What follows belongs to an exercise in optimizing a design on an open flow for small area; a production flow would make more cautious choices. At most, simulation tests tie the RTL to the original design; equivalence was not proved. Power and IR drop assume default switching activity.

==> module fifo_wr_decode, before the edit <==
module fifo_wr_decode (
  input  logic [3:0]  ptr,
  input  logic        inc,
  input  logic        en,
  output logic [15:0] we
);
  logic [3:0] slot;
  assign slot = ptr + 4'(inc);
  always_comb begin
    for (int i = 0; i < 16; i++) we[i] = en && (slot == 4'(i));
  end
endmodule
==> module ahb_convolver, before the edit <==
module ahb_convolver (
  input  logic       tb_clk,
  input  logic       reset,
  input  logic       hsel,
  input  logic [4-1:0]  haddr,
  input  logic [1:0] htrans,
  input  logic       hwrite,
  input  logic [16-1:0]  hwdata,
  output logic [16-1:0]  hrdata,
  output logic       hresp
);
  logic        accept;
  logic        addr_error;
  logic        pop;
  logic [11:0] read_mux;
  logic [11:0] rdata_q;
  logic [2:0]  wr_sel;
  logic [35:0] coeff_stage;
  logic [11:0] sample_stage;
  logic        load_coeff;
  logic        load_sample;
  logic        busy;
  logic        empty;
  logic        overflow;
  logic [10:0] rd_data;
  assign accept = hsel && htrans[1];
  always_comb begin
    case (haddr)
      4'd0, 4'd2: addr_error = hwrite;
      4'd4, 4'd6, 4'd8, 4'd10, 4'd12: addr_error = 1'b0;
      default: addr_error = 1'b1;
    endcase
  end
  assign pop = accept && !hwrite && (haddr == 4'd2);
  always_comb begin
    case (haddr[3:1])
      3'd0: read_mux = {9'd0, overflow, !empty, busy};
      3'd1: read_mux = {1'b0, rd_data};
      3'd2: read_mux = sample_stage;
      3'd3: read_mux = coeff_stage[11:0];
      3'd4: read_mux = coeff_stage[23:12];
      3'd5: read_mux = coeff_stage[35:24];
      default: read_mux = '0;
    endcase
  end
  always_ff @(posedge tb_clk) begin
    if (reset) begin
      hresp <= 1'b0;
      rdata_q <= '0;
      wr_sel <= '0;
    end else begin
      hresp <= accept && addr_error;
      rdata_q <= (accept && !hwrite && !addr_error) ? read_mux : '0;
      wr_sel <= (accept && hwrite && !addr_error) ? haddr[3:1] : 3'd0;
    end
  end
  assign hrdata = {4'd0, rdata_q};
  logic [11:0] stage_data;
  assign stage_data = hwdata[11:0] & {12{!reset}};
  always_ff @(posedge tb_clk) begin
    if (reset || wr_sel == 3'd2) sample_stage <= stage_data;
    if (reset || wr_sel == 3'd3) coeff_stage[11:0] <= stage_data;
    if (reset || wr_sel == 3'd4) coeff_stage[23:12] <= stage_data;
    if (reset || wr_sel == 3'd5) coeff_stage[35:24] <= stage_data;
  end
  always_ff @(posedge tb_clk) begin
    if (reset) begin
      load_coeff <= 1'b0;
      load_sample <= 1'b0;
    end else begin
      load_coeff <= (wr_sel == 3'd6) && hwdata[0];
      load_sample <= (wr_sel == 3'd6) && hwdata[1] && !hwdata[0];
    end
  end
  logic [35:0] kernel;
  logic        kernel_clear;
  logic [23:0] window;
  logic [1:0]  fill_q;
  always_ff @(posedge tb_clk) begin
    if (reset) begin
      kernel_clear <= 1'b1;
    end else if (load_coeff) begin
      kernel_clear <= 1'b0;
    end
  end
  always_ff @(posedge tb_clk) begin
    if (load_coeff) kernel <= coeff_stage;
  end
  always_ff @(posedge tb_clk) begin
    if (load_sample) window <= {sample_stage, window[23:12]};
  end
  logic [14:0] part_n;
  logic [14:0] part_q;
  logic [10:0] sum_n;
  logic [10:0] res_q;
  logic [2:0]  vld_q;
  logic        push;
  mac_stage1 i_mac_stage1 (
    .kernel  (kernel),
    .samples ({sample_stage, window}),
    .part_n  (part_n)
  );
  mac_stage2 i_mac_stage2 (
    .part_n  (part_q),
    .sum_n   (sum_n)
  );
  always_ff @(posedge tb_clk) begin
    part_q <= part_n;
    res_q <= ~sum_n & {11{!kernel_clear}};
  end
  always_ff @(posedge tb_clk) begin
    if (reset) begin
      fill_q <= '0;
      vld_q <= '0;
    end else begin
      if (load_sample && !fill_q[1]) fill_q <= fill_q + 2'd1;
      vld_q <= {vld_q[1:0], load_sample && fill_q[1]};
    end
  end
  assign push = vld_q[2];
  assign busy = (|vld_q) || load_coeff || load_sample;
  logic [15:0][10:0] mem;
  logic [4:0]  wr_ptr;
  logic [4:0]  rd_ptr;
  logic [4:0]  wr_ptr_d;
  logic        full;
  logic        full_d;
  logic        do_push;
  logic        do_pop;
  assign empty = (wr_ptr == rd_ptr);
  assign full = (wr_ptr == {~rd_ptr[4], rd_ptr[3:0]});
  assign do_push = push && !full;
  assign do_pop = pop && !empty;
  assign wr_ptr_d = wr_ptr + 5'(do_push);
  assign full_d = (wr_ptr_d == {~rd_ptr[4], rd_ptr[3:0]}) && !do_pop;
  logic [15:0] mem_we;
  fifo_wr_decode i_fifo_wr_decode (
    .ptr (wr_ptr[3:0]),
    .inc (do_push),
    .en  (vld_q[1] && !full_d),
    .we  (mem_we)
  );
  always_ff @(posedge tb_clk) begin
    for (int i = 0; i < 16; i++) begin
      if (mem_we[i]) mem[i] <= res_q;
    end
  end
  always_ff @(posedge tb_clk) begin
    if (reset) begin
      wr_ptr <= '0;
      rd_ptr <= '0;
      overflow <= 1'b0;
    end else begin
      if (do_push) wr_ptr <= wr_ptr + 5'd1;
      if (do_pop) rd_ptr <= rd_ptr + 5'd1;
      if (push && full) overflow <= 1'b1;
    end
  end
  always_comb begin
    rd_data = '0;
    for (int i = 0; i < 16; i++) begin
      rd_data = rd_data | (mem[i] & {11{rd_ptr[3:0] == 4'(i) && !empty}});
    end
  end
endmodule
export LEC_CHECK = 0
export CAP_MARGIN = 20
export CORE_MARGIN = 2
export CORE_UTILIZATION = 65
export SLEW_MARGIN = 20
export SYNTH_HIERARCHICAL = 1
create_clock -name core_clock -period 6.0 [get_ports {tb_clk}]
standard.sh (not shown) runs the stock make flow with config.mk's settings and CLKGATE_MAP_FILE= SYNTH_SCRIPT=/design/flow/synth_recipe.tcl, a recipe that flattens the netlist after the stock synthesis.
==> flow/flow/run.sh <==
#!/bin/bash
set -euo pipefail
export BUFFER_PORTS_ARGS="-buffer_cell sky130_fd_sc_hd__buf_1"
export CTS_ARGS="-sink_clustering_enable -repair_clock_nets -dont_use_dummy_load -buf_list sky130_fd_sc_hd__clkbuf_8 -sink_clustering_size 16 -sink_clustering_max_diameter 100"
bash standard.sh > standard.log 2>&1
Next try:
--- a/flow/design.v
+++ b/flow/design.v
@@ -729,17 +729,4 @@
 endmodule
 `timescale 1ns/1ns
-module fifo_wr_decode (
-  input  logic [3:0]  ptr,
-  input  logic        inc,
-  input  logic        en,
-  output logic [15:0] we
-);
-  logic [3:0] slot;
-  assign slot = ptr + 4'(inc);
-  always_comb begin
-    for (int i = 0; i < 16; i++) we[i] = en && (slot == 4'(i));
-  end
-endmodule
-`timescale 1ns/1ns
 module ahb_convolver (
   input  logic       tb_clk,
@@ -836,5 +823,5 @@
   logic [14:0] part_q;
   logic [10:0] sum_n;
-  logic [10:0] res_q;
+  logic [10:0] res_q [1:2];
   logic [2:0]  vld_q;
   logic        push;
@@ -850,5 +837,6 @@
   always_ff @(posedge tb_clk) begin
     part_q <= part_n;
-    res_q <= ~sum_n & {11{!kernel_clear}};
+    res_q[1] <= ~sum_n & {11{!kernel_clear}};
+    res_q[2] <= res_q[1];
   end
   always_ff @(posedge tb_clk) begin
@@ -866,25 +854,10 @@
   logic [4:0]  wr_ptr;
   logic [4:0]  rd_ptr;
-  logic [4:0]  wr_ptr_d;
   logic        full;
-  logic        full_d;
-  logic        do_push;
-  logic        do_pop;
   assign empty = (wr_ptr == rd_ptr);
   assign full = (wr_ptr == {~rd_ptr[4], rd_ptr[3:0]});
-  assign do_push = push && !full;
-  assign do_pop = pop && !empty;
-  assign wr_ptr_d = wr_ptr + 5'(do_push);
-  assign full_d = (wr_ptr_d == {~rd_ptr[4], rd_ptr[3:0]}) && !do_pop;
-  logic [15:0] mem_we;
-  fifo_wr_decode i_fifo_wr_decode (
-    .ptr (wr_ptr[3:0]),
-    .inc (do_push),
-    .en  (vld_q[1] && !full_d),
-    .we  (mem_we)
-  );
   always_ff @(posedge tb_clk) begin
     for (int i = 0; i < 16; i++) begin
-      if (mem_we[i]) mem[i] <= res_q;
+      if (push && !full && wr_ptr[3:0] == 4'(i)) mem[i] <= res_q[2];
     end
   end
@@ -895,6 +868,6 @@
       overflow <= 1'b0;
     end else begin
-      if (do_push) wr_ptr <= wr_ptr + 5'd1;
-      if (do_pop) rd_ptr <= rd_ptr + 5'd1;
+      if (push && !full) wr_ptr <= wr_ptr + 5'd1;
+      if (pop && !empty) rd_ptr <= rd_ptr + 5'd1;
       if (push && full) overflow <= 1'b1;
     end
Cell area falls slightly; total power rises by a few percent; count of clock-buffer cells in the layout rises by 1; sequential power rises by a few percent; utilization falls by 0.16 points; sequential share of layout area rises by 1.8 points; synthesized cell count falls by a few percent; via count falls by a few percent; non-clock buffer count rises by 1.
No functional check of the RTL was part of the first run of this note.

[re-timing with driven ports]
The results above use ideal ports. As a check the final layouts listed here were re-extracted and re-timed, cells and wires unchanged. Step 1 (the two cells are an assumption about what drives the block):
set clk [get_ports {tb_clk}]
set_driving_cell -lib_cell sky130_fd_sc_hd__clkbuf_16 $clk
set_driving_cell -lib_cell sky130_fd_sc_hd__buf_2 [delete_from_list [all_inputs] $clk]
Step 2, shift: input delay + t, output delay - t, t = (earliest + latest rising clock arrival at the registers) / 2. This alone moves slack from input paths to output paths. Slacks: ideal ports / drivers / drivers and shift; pairs: ideal ports / drivers.
| run | t, ns | setup slack, ns | worst setup path at the end | slew at the worst register clock pin (ns) | pins driven straight from the clock port |
|---|---|---|---|---|---|
| the first run | 0.611 | 1.382 / 1.382 / 1.382 | register to register | 0.10 / 0.10 | 1 |
| the second run | 0.610 | 1.460 / 1.460 / 1.460 | register to register | 0.11 / 0.11 | 1 |
After both steps every run listed still meets setup and hold.
